Source: an optimization exercise on an open RTL-to-GDS flow (aim: small area, a short achievable clock period and few clock cycles per item). Production flows keep margins and buffers that such runs may drop.
Function not checked in this run: the RTL went through the layout flow alone.

<file path="design/flow/design.v">
`default_nettype none
package cordic_pkg;
    localparam int word_width = 32;
    localparam int fp_bias = 127;
    localparam int max_iterations = 16;
    localparam logic [word_width-1:0] cordic_gain_init = 32'h4DBA_76D4;
    typedef union packed {
        logic [word_width-1:0] bits;
        struct packed {
            logic        sign;
            logic [7:0]  exponent;
            logic [22:0] mantissa;
        } fields;
    } fp_word_t;
    function automatic logic [word_width-1:0] atan_entry(input logic [3:0] index);
        logic [word_width-1:0] angle;
        case (index)
            4'd0:    angle = 32'h6487_ED51;
            4'd1:    angle = 32'h3B58_CE0A;
            4'd2:    angle = 32'h1F5B_75F9;
            4'd3:    angle = 32'h0FEA_DD4D;
            4'd4:    angle = 32'h07FD_56ED;
            4'd5:    angle = 32'h03FF_AAB7;
            4'd6:    angle = 32'h01FF_F555;
            4'd7:    angle = 32'h00FF_FEAA;
            4'd8:    angle = 32'h007F_FFD5;
            4'd9:    angle = 32'h003F_FFFA;
            4'd10:   angle = 32'h001F_FFFF;
            4'd11:   angle = 32'h000F_FFFF;
            4'd12:   angle = 32'h0007_FFFF;
            4'd13:   angle = 32'h0003_FFFF;
            4'd14:   angle = 32'h0001_FFFF;
            default: angle = 32'h0000_FFFF;
        endcase
        atan_entry = angle;
    endfunction
endpackage
`default_nettype wire
`default_nettype none
module angle_to_fixed (
    input  logic [31:0] angle,
    output logic [31:0] fixed_angle,
    output logic [17:0]  dsel,      
    output logic [31:0] x_pre,     
    output logic [31:0] y_pre,     
    output logic        neg_m      
);
    logic [31:0] aligned;
    logic        in_range, in_a, in_b;
    logic [30:0] w;
    logic [8:0]  ge_a;
    logic [8:0]  ge_b;
    assign aligned     = {1'b1, angle[22:0], 8'b0};
    assign in_range    = (angle[30:28] == 3'b011);
    assign fixed_angle = in_range ? (aligned >> (~angle[27:23])) : 32'd0;
    assign w    = angle[30:0];
    assign in_b = (angle[30:23] == 8'd127);
    assign in_a = in_range & !in_b;
    assign ge_a[0] = 1'b1;
    assign ge_a[1] = (w >= 31'h3d9d3a95);
    assign ge_a[2] = (w >= 31'h3e4df435);
    assign ge_a[3] = (w >= 31'h3ea4bc7e);
    assign ge_a[4] = (w >= 31'h3ee27ee0);
    assign ge_a[5] = (w >= 31'h3f11152b);
    assign ge_a[6] = (w >= 31'h3f30eae6);
    assign ge_a[7] = (w >= 31'h3f490fdb);
    assign ge_a[8] = (w >= 31'h3f6134d1);
    assign ge_b[0] = 1'b1;
    assign ge_b[1] = (w[22:0] >= 23'h0f6598);
    assign ge_b[2] = (w[22:0] >= 23'h1b7813);
    assign ge_b[3] = (w[22:0] >= 23'h278a8e);
    assign ge_b[4] = (w[22:0] >= 23'h37756b);
    assign ge_b[5] = (w[22:0] >= 23'h476049);
    assign ge_b[6] = (w[22:0] >= 23'h56d0e1);
    assign ge_b[7] = (w[22:0] >= 23'h66417a);
    assign ge_b[8] = (w[22:0] >= 23'h762c57);
    assign dsel[0] = (in_b & ge_b[0] & !ge_b[1]);   
    assign dsel[1] = (in_b & ge_b[1] & !ge_b[2]);   
    assign dsel[2] = (in_b & ge_b[2] & !ge_b[3]);   
    assign dsel[3] = (in_b & ge_b[3] & !ge_b[4]);   
    assign dsel[4] = (in_b & ge_b[4] & !ge_b[5]);   
    assign dsel[5] = (in_b & ge_b[5] & !ge_b[6]);   
    assign dsel[6] = (in_b & ge_b[6] & !ge_b[7]);   
    assign dsel[7] = (in_b & ge_b[7] & !ge_b[8]);   
    assign dsel[8] = (in_b & ge_b[8]);   
    assign dsel[9] = (in_a & ge_a[0] & !ge_a[1]) | !in_range;   
    assign dsel[10] = (in_a & ge_a[1] & !ge_a[2]);   
    assign dsel[11] = (in_a & ge_a[2] & !ge_a[3]);   
    assign dsel[12] = (in_a & ge_a[3] & !ge_a[4]);   
    assign dsel[13] = (in_a & ge_a[4] & !ge_a[5]);   
    assign dsel[14] = (in_a & ge_a[5] & !ge_a[6]);   
    assign dsel[15] = (in_a & ge_a[6] & !ge_a[7]);   
    assign dsel[16] = (in_a & ge_a[7] & !ge_a[8]);   
    assign dsel[17] = (in_a & ge_a[8]);   
    always_comb begin
        x_pre = '0;
        y_pre = '0;
        neg_m = 1'b0;
        if (dsel[0]) begin x_pre = x_pre | 32'h515f3467; y_pre = y_pre | 32'h9da0019b; neg_m = neg_m | 1'b1; end
        if (dsel[1]) begin x_pre = x_pre | 32'h515f3467; y_pre = y_pre | 32'h9da0019b; neg_m = neg_m | 1'b0; end
        if (dsel[2]) begin x_pre = x_pre | 32'h625ffe63; y_pre = y_pre | 32'haea0cb9b; neg_m = neg_m | 1'b1; end
        if (dsel[3]) begin x_pre = x_pre | 32'h625ffe63; y_pre = y_pre | 32'haea0cb9b; neg_m = neg_m | 1'b0; end
        if (dsel[4]) begin x_pre = x_pre | 32'h7360c863; y_pre = y_pre | 32'hc958e473; neg_m = neg_m | 1'b1; end
        if (dsel[5]) begin x_pre = x_pre | 32'h7360c863; y_pre = y_pre | 32'hc958e473; neg_m = neg_m | 1'b0; end
        if (dsel[6]) begin x_pre = x_pre | 32'h7d18173d; y_pre = y_pre | 32'he67ed102; neg_m = neg_m | 1'b1; end
        if (dsel[7]) begin x_pre = x_pre | 32'h7d18173d; y_pre = y_pre | 32'he67ed102; neg_m = neg_m | 1'b0; end
        if (dsel[8]) begin x_pre = x_pre | 32'h7f85eaf5; y_pre = y_pre | 32'h06129148; neg_m = neg_m | 1'b1; end
        if (dsel[9]) begin x_pre = x_pre | 32'h7f85eaf3; y_pre = y_pre | 32'hf9ed6eb8; neg_m = neg_m | 1'b0; end
        if (dsel[10]) begin x_pre = x_pre | 32'h7d18173d; y_pre = y_pre | 32'h19812efe; neg_m = neg_m | 1'b1; end
        if (dsel[11]) begin x_pre = x_pre | 32'h7d18173d; y_pre = y_pre | 32'h19812efe; neg_m = neg_m | 1'b0; end
        if (dsel[12]) begin x_pre = x_pre | 32'h7360c863; y_pre = y_pre | 32'h36a71b8d; neg_m = neg_m | 1'b1; end
        if (dsel[13]) begin x_pre = x_pre | 32'h7360c863; y_pre = y_pre | 32'h36a71b8d; neg_m = neg_m | 1'b0; end
        if (dsel[14]) begin x_pre = x_pre | 32'h625ffe65; y_pre = y_pre | 32'h515f3465; neg_m = neg_m | 1'b1; end
        if (dsel[15]) begin x_pre = x_pre | 32'h625ffe65; y_pre = y_pre | 32'h515f3465; neg_m = neg_m | 1'b0; end
        if (dsel[16]) begin x_pre = x_pre | 32'h515f3465; y_pre = y_pre | 32'h625ffe65; neg_m = neg_m | 1'b1; end
        if (dsel[17]) begin x_pre = x_pre | 32'h515f3465; y_pre = y_pre | 32'h625ffe65; neg_m = neg_m | 1'b0; end
    end
endmodule
module preload_tables (
    input  logic [17:0]  dsel,
    output logic [31:0] offset
);
    always_comb begin
        offset = '0;
        if (dsel[0]) offset = offset | 32'h7897bf02;
        if (dsel[1]) offset = offset | 32'h689d1128;
        if (dsel[2]) offset = offset | 32'h6072c97a;
        if (dsel[3]) offset = offset | 32'h50781ba0;
        if (dsel[4]) offset = offset | 32'h409d0ee0;
        if (dsel[5]) offset = offset | 32'h30a26106;
        if (dsel[6]) offset = offset | 32'h21bbdd88;
        if (dsel[7]) offset = offset | 32'h11c12fae;
        if (dsel[8]) offset = offset | 32'h01e622ee;
        if (dsel[9]) offset = offset | 32'hfe19dd12;
        if (dsel[10]) offset = offset | 32'hee3ed052;
        if (dsel[11]) offset = offset | 32'hde442278;
        if (dsel[12]) offset = offset | 32'hcf5d9efa;
        if (dsel[13]) offset = offset | 32'hbf62f120;
        if (dsel[14]) offset = offset | 32'haf87e460;
        if (dsel[15]) offset = offset | 32'h9f8d3686;
        if (dsel[16]) offset = offset | 32'h9762eed8;
        if (dsel[17]) offset = offset | 32'h876840fe;
    end
endmodule
`default_nettype wire
`default_nettype none
module cordic_rotator #(
    parameter int M       = 4,
    parameter int N       = 18,    
    parameter int XY_ARCH = 0,
    parameter int Z_ARCH  = 0
) (
    input  logic         clock,
    input  logic         arst_n,
    input  logic         clk_en,
    input  logic         start,
    input  logic [31:0]  fixed_angle,
    input  logic [N-1:0] dsel,
    input  logic [31:0]  x_pre,
    input  logic [31:0]  y_pre,
    input  logic         neg_m,
    output logic [31:0]  cos_fixed,
    output logic         done
);
    localparam int ZW = 32 - M;
    logic         accept;
    logic         busy;
    logic         valid;
    logic         last;
    logic         first;     
    logic [N-1:0] sel;
    logic [3:0]   index;     
    logic [3:0]   index_n;   
    logic [14-M:0] onehot;
    logic [31:0]   x, y;
    logic [ZW-1:0] z, at, zo, zsum;
    logic [31:0]   xa, ya, xs, ys;
    logic [31:0]   offset;
    logic          neg;
    logic          pos;      
    logic          negy;     
    logic [31:0]   xt, yt, xsum, ysum;
    assign accept = start & clk_en;
    assign last   = busy & (index == 4'd15);
    assign neg    = z[ZW-1];
    always_comb begin
        at = '0;
        for (int k = 0; k <= 14 - M; k++) at = at | (onehot[k] ? ZW'(cordic_pkg::atan_entry(4'(M + 1 + k))) : ZW'(0));
    end
    preload_tables preload_tables_inst (.dsel(sel), .offset(offset));
    assign ys = signed'(y) >>> index;
    assign xs = x >> (~index_n);
    assign xa = pos ? ~x : x;
    assign ya = negy ? ~y : y;
    assign zo = first ? offset[ZW-1:0] : (neg ? at : ~at);
    cpa #(.W(32), .ARCH(XY_ARCH)) x_add (.a(xa), .b(ys), .ci(1'b0), .s(xt));
    cpa #(.W(32), .ARCH(XY_ARCH)) y_add (.a(ya), .b(xs), .ci(1'b0), .s(yt));
    cpa #(.W(ZW), .ARCH(Z_ARCH))  z_add (.a(z), .b(zo), .ci(!first && !neg), .s(zsum));
    assign xsum = pos ? ~xt : xt;
    assign ysum = negy ? ~yt : yt;
    always_ff @(posedge clock) begin
        if (accept) begin
            x        <= x_pre;
            y        <= y_pre;
            z        <= fixed_angle[ZW-1:0];
            pos      <= !neg_m;
            negy     <= neg_m;
            first    <= 1'b1;
            index    <= 4'(M);
            index_n  <= 4'(15 - M);
            onehot   <= '0;
        end else begin
            x        <= xsum;
            y        <= (busy && !last) ? ysum : 32'd0;
            z        <= zsum;
            pos      <= ~zsum[ZW-1];
            negy     <= zsum[ZW-1];
            first    <= 1'b0;
            index    <= index + 4'd1;
            index_n  <= index_n - 4'd1;
            onehot   <= {onehot[13-M:0], first};
        end
        sel <= dsel;
    end
    always_ff @(posedge clock or negedge arst_n) begin
        if (!arst_n) begin
            busy  <= 1'b0;
            valid <= 1'b0;
            done  <= 1'b0;
        end else begin
            if (accept) begin
                busy  <= 1'b1;
                valid <= 1'b0;
            end else if (last) begin
                busy  <= 1'b0;
                valid <= 1'b1;
            end
            if (clk_en) done <= !start && (valid || last);
        end
    end
    assign cos_fixed = x;
endmodule
`default_nettype wire
module cpa #(
    parameter int W = 32,
    parameter int ARCH = 1
) (
    input  logic [W-1:0] a,
    input  logic [W-1:0] b,
    input  logic         ci,
    output logic [W-1:0] s
);
    if (ARCH == 0) begin : g_beh
        logic [W:0] t;
        assign t = {a, 1'b1} + {b, ci};
        assign s = t[W:1];
    end else begin : g_pfx
        localparam int N = W + 1;
        localparam int L = $clog2(N);
        logic [N-1:0] g0, p0, gg, pp;
        assign g0 = {a & b, ci};
        assign p0 = {a ^ b, 1'b0};
        always_comb begin
            gg = g0;
            pp = p0;
            if (ARCH == 1) begin
                for (int l = 0; l < L; l++)
                    for (int j = (2 << l) - 1; j < N; j += (2 << l)) begin
                        gg[j] = gg[j] | (pp[j] & gg[j - (1 << l)]);
                        pp[j] = pp[j] & pp[j - (1 << l)];
                    end
                for (int l = L - 2; l >= 0; l--)
                    for (int j = 3 * (1 << l) - 1; j < N; j += (2 << l)) begin
                        gg[j] = gg[j] | (pp[j] & gg[j - (1 << l)]);
                        pp[j] = pp[j] & pp[j - (1 << l)];
                    end
            end else if (ARCH == 2) begin
                for (int l = 0; l < L; l++)
                    for (int j = 0; j < N; j++)
                        if ((j >> l) & 1) begin
                            gg[j] = gg[j] | (pp[j] & gg[((j >> l) << l) - 1]);
                            pp[j] = pp[j] & pp[((j >> l) << l) - 1];
                        end
            end else begin
                for (int j = 1; j < N; j++) begin
                    gg[j] = gg[j] | (pp[j] & gg[j - 1]);
                end
            end
        end
        assign s = p0[N-1:1] ^ gg[N-2:0];
    end
endmodule
`default_nettype none
module fixed_to_float (
    input  logic [31:0] cos_fixed,
    output logic [31:0] result
);
    assign result = {8'h3F, cos_fixed[31], cos_fixed[29:7]};
endmodule
`default_nettype wire
`default_nettype none
module cos_unit (
    input  logic        clock,
    input  logic        arst_n,
    input  logic        clk_en,
    input  logic        start,
    input  logic [31:0] dataa,
    output logic [31:0] result,
    output logic        done
);
    localparam int M = 4;
    localparam int N = 18;
    logic [31:0]  fixed_angle;
    logic [N-1:0] dsel;
    logic [31:0]  x_pre, y_pre;
    logic         neg_m;
    logic [31:0]  cos_fixed;
    angle_to_fixed angle_to_fixed_inst (
        .angle       (dataa),
        .fixed_angle (fixed_angle),
        .dsel        (dsel),
        .x_pre       (x_pre),
        .y_pre       (y_pre),
        .neg_m       (neg_m)
    );
    cordic_rotator #(.M(M), .N(N)) cordic_rotator_inst (
        .clock       (clock),
        .arst_n      (arst_n),
        .clk_en      (clk_en),
        .start       (start),
        .fixed_angle (fixed_angle),
        .dsel        (dsel),
        .x_pre       (x_pre),
        .y_pre       (y_pre),
        .neg_m       (neg_m),
        .cos_fixed   (cos_fixed),
        .done        (done)
    );
    fixed_to_float fixed_to_float_inst (
        .cos_fixed (cos_fixed),
        .result    (result)
    );
endmodule
`default_nettype wire
</file>
<file path="design/flow/flow/run.sh">
#!/bin/bash
# Standard layout, but the port buffers are buf_2 cells instead of the delay
# buffers buffer_ports picks by default. Full tool output goes to standard_flow.log.
set -euo pipefail
bash standard.sh "BUFFER_PORTS_ARGS=-buffer_cell sky130_fd_sc_hd__buf_2" finish > standard_flow.log 2>&1
</file>
<file path="design/flow/standard.sh">
#!/bin/bash
# synth_recipe.tcl (not shown) runs the flow's synth.tcl, then flattens the netlist and writes it again
# the make line also repeats each setting of config.mk as NAME=value (left out here)
make -C /OpenROAD-flow-scripts/flow DESIGN_CONFIG=/design/flow/config.mk WORK_HOME=/design/flow/orfs CLKGATE_MAP_FILE= SYNTH_SCRIPT=/design/flow/synth_recipe.tcl "${@:-finish}"
</file>
<file path="design/flow/config.mk">
export PLATFORM = sky130hd
export DESIGN_NAME = cos_unit
export DESIGN_NICKNAME = cos_unit
export VERILOG_FILES = /design/flow/design.v
export SDC_FILE = /design/flow/constraint.sdc
export NUM_CORES = 4
export LEC_CHECK = 0
export ABC_AREA = 1
export CAP_MARGIN = 20
export CORE_MARGIN = 2
export CORE_UTILIZATION = 45
export SETUP_SLACK_MARGIN = 4.8
export SLEW_MARGIN = 20
export TNS_END_PERCENT = 100
</file>
<file path="design/flow/constraint.sdc">
create_clock -name core_clock -period 8.0 [get_ports {clock}]
set_input_delay 1.6000 -clock core_clock [delete_from_list [all_inputs] [get_ports {clock}]]
set_output_delay 1.6000 -clock core_clock [all_outputs]
set_load 0.01 [all_outputs]
</file>
==> key figures <==
Setup path
  • Crit path kind: primary input to register
  • Data arrival, critical path: 3.57 ns
  • RR Startpoint: cordic_rotator_inst.index_n[1]
  • CP required: 8.34 ns
  • Crit-path cells: buf_2 > inv_1 > nor2_2 > nand4_1 > inv_1 > nand3_1 > nand3_2 > inv_1 > nand2_1 > nand2_1 > nor2_1 > nand3_2 > nand2_2 > nand2_1
  • Max Fanout on Critical Path: 5
  • Slowest cell delay on critical path: 0.22 ns
  • Crit. Startpoint: dataa[15]
  • Crit start category: primary input
  • CP endpoint kind: register
  • Worst path slowest cell: buf_2

Route
  • Initial DRC count: 1439
  • DR pass1 iterations: 6
  • Vias per cell: 5.72
  • Vias: 20600
  • DRT Wirelength: 70.0 mm
  • DRT antenna net count: 0
  • DRC Markers: 0
  • Routed length per instance: 19.5 µm

Finish
  • Final core utilization: 56.9%
  • Multi-input gate area: 14600 µm²
  • Fill cells: 3817
  • Layout cells sized above 1: 22.8%
  • Nets@finish: 3207
  • Area grow syn2layout: 24.0%
  • Antenna cells: 0
  • Sequential cell area: 2760 µm²

CTS
  • TritonCTS clock tree: built
  • TritonCTS Buffers: 17
  • Clock Sink Count: 135
  • CTS H-tree depth: 4
  • CTS hold repair buffers: 0
  • Max clock buf depth: 2
  • CTS root buffer: clkbuf_16
  • Worst-Skew Late Latency: 0.45 ns
  • CTS clk-pin slew, worst paths: 0.06 ns

Die
  • Area of the core: 37800 µm²
  • Num rows: 71
  • Horiz. Die Dim: 200 µm
  • Initial core utilization: 45.9%
  • Die Y: 200 µm
  • Die area: 40100 µm²
  • I/O pin cnt: 69

Global routing
  • Pin count of the biggest net entering global routing: 66
  • Vias in the first global route: 18700
  • Initial antenna violation count: 0
  • Gr ovfl total: 0
  • First-pass GRT wire length: 103 mm
  • Total GRT Usage: 32.6%

Placement
  • Number of I/O port buffers: 59
  • Gpl congestion: 0.968
  • Worst slack, placed: 3.11 ns
  • Detail Placement HPWL: 53.1 mm

Timing
  • Max Slew Vio Count: 0
  • Setup TNS: 0 ns
  • Fmax: 0.310 GHz
  • Final Cycle Share: 40.4%
  • Min Tclk post-route: 3.23 ns
  • Clk_skew: 0.0102 ns
  • RSZ-0062 raised after global routing: yes
  • Final WS setup: 4.77 ns
  • Final Hold Viols: 0
  • Worst-Margin Slew: 0.877 ns
  • Slew headroom: 40.9%
  • Final setup viols: 0

Logic synthesis
  • Asr flop ratio synth: 2.22%
  • Top FF cell, synth: dfxtp_1
  • Cell Area, Synth: 17300 µm²
  • Seq/Total Area, Yosys: 15.7%
  • Synth top area share: 18.0%
  • Post-synth top area cell: nand2_1
  • Yosys cell types: 65
  • #FFs+latches synth: 135
  • Mapped Avg Cell Area: 5.83 µm²
  • Commonest cells in the netlist: 832 x nand2_1, 293 x nor2_1, 278 x o21ai_0
  • Synth Instances: 2971
  • YS warnings: 3
  • Number of flops mapped to enable cells by yosys: 0
  • Count leader, synth: nand2_1
  • Synth top area cells: nand2_1 18%, dfxtp_1 15%, o21ai_0 8.0%, xor2_1 6.7%, nand3_1 6.6%

Worst hold path
  • Hold Path Origin: cordic_rotator_inst.onehot[6]
  • Worst hold path class: register to register

Status
  • Status: complete, no violations

Flow run
  • Max cap viols: 0
[cell type report]
class / instances / share of cell area (%)
clock buffer: 20 / 2.08
clock inverter: 12 / 0.483
timing repair buffer: 210 / 7.97
multi-input combinational: 2415 / 68.0
inverter: 291 / 5.45
sequential: 135 / 12.9
tap: 511 / 2.97
timing repair inverter: 7 / 0.221
[cell families (layout without fill, tap and decap cells)]
logic type      count (synthesis)  after routing  share of synthesized area (%)
fa+ha+maj                      94             94                           6.92
xor+xnor                      165            165                           8.34
mux                            28             28                           1.62
other cells                     2              8                         0.0433
simple gates                 1521           1521                           37.8
buf+inv                       427            540                           10.2
flops                         135            135                           15.7
compound gates                599            599                           19.4
[worst paths after layout]
| path | slack (ns) | end | depth (start not counted) |
|---|---|---|---|
| hold reg to reg | 0.46 | cordic_rotator_inst.onehot[7] | 2 |
| setup / recovery | 4.77 | cordic_rotator_inst.x[25] | 14 |
| max in group asynchronous | 6.96 | cordic_rotator_inst.busy | 1 |
| min in group asynchronous | 0.93 | cordic_rotator_inst.done | 1 |
| setup reg to reg | 4.77 | cordic_rotator_inst.y[20] | 21 |
| hold / removal | 0.46 | cordic_rotator_inst.onehot[7] | 2 |
[routing by layer]
layer / track usage, % / routed length (µm) / up-vias
met5: 0 / 0 / -
met4: 14.6 / 3600 / 0
met3: 3.56 / 4000 / 167
met2: 56.4 / 33200 / 764
met1: 40.8 / 29300 / 9615
li1: - / - / 10100
[sequential cells by signal (all words and copies together), names as in the netlist]
signal,flops
cordic_rotator_inst.pos,1
cordic_rotator_inst.first,1
cordic_rotator_inst.busy,1
cordic_rotator_inst.done,1
cordic_rotator_inst.x,32
cordic_rotator_inst.sel,18
cordic_rotator_inst.valid,1
cordic_rotator_inst.index,4
cordic_rotator_inst.index_n,4
cordic_rotator_inst.z,28
cordic_rotator_inst.onehot,11
cordic_rotator_inst.y,32
cordic_rotator_inst.negy,1
[cell usage in the layout (no fill, tap or decap), types with 39 or more instances in the layout]
cell type	Yosys	routed
o21ai_1	16	86
nand3_1	229	198
nand2_2	12	54
buf_4	35	124
a21oi_1	163	104
o21ai_0	278	169
inv_1	260	232
dfxtp_1	132	118
ha_1	91	58
o21ai_2	2	39
nand2_1	832	779
nor2_2	13	42
nand3_2	14	39
nor2_1	293	245
a21oi_2	2	50
buf_2	26	53
xor2_1	133	130
[what timing repair did]
item	4_1_cts	5_1_grt
endpoints found under the setup margin	92	85
pin swaps	35	126
buffers inserted	54	85
cloned	8	3
gates resized for setup	212	400
[per-stage QoR]
step	cells	hold slack, ns	instance area, µm²
after floorplan	2977	0.416	17400
after global placement	3419	0.432	17700
after detailed placement	3419	0.430	17700
after CTS	3513	0.459	19400
after global routing	3601	0.489	21500
final	3601	0.461	21500
[critical path: cells and delay by family]
family        cells  cell delay (ns)
buf+inv           4             0.53
simple gates     10             1.43

afterwards: timing with drivers on the ports:
The flow's constraints put no driver on any port. The routed layout listed below was extracted and timed again, unchanged, in two steps.
Step 1 assumes that a clkbuf_16 drives the clock port and a buf_2 every other input.
Step 2 moves the port delays by t, midway between the first and last clock arrival at a register: inputs arrive t later, outputs are due t later. That takes back most of the time a late clock gives input paths.
Three values: ideal ports, drivers, drivers and shift; two values: the first two.
t, ns: 0.504
setup slack, ns: 4.770 / 4.774 / 4.292
hold WS [ns]: 0.461 / 0.461 / 0.461
latest minus earliest clock arrival (ns): 0.010 / 0.011
cell pins on the clock port's net: 1
After both steps this run still meets setup and hold. For this run, drivers alone change the setup slack by +0.004 ns; drivers and shift together by -0.478 ns.
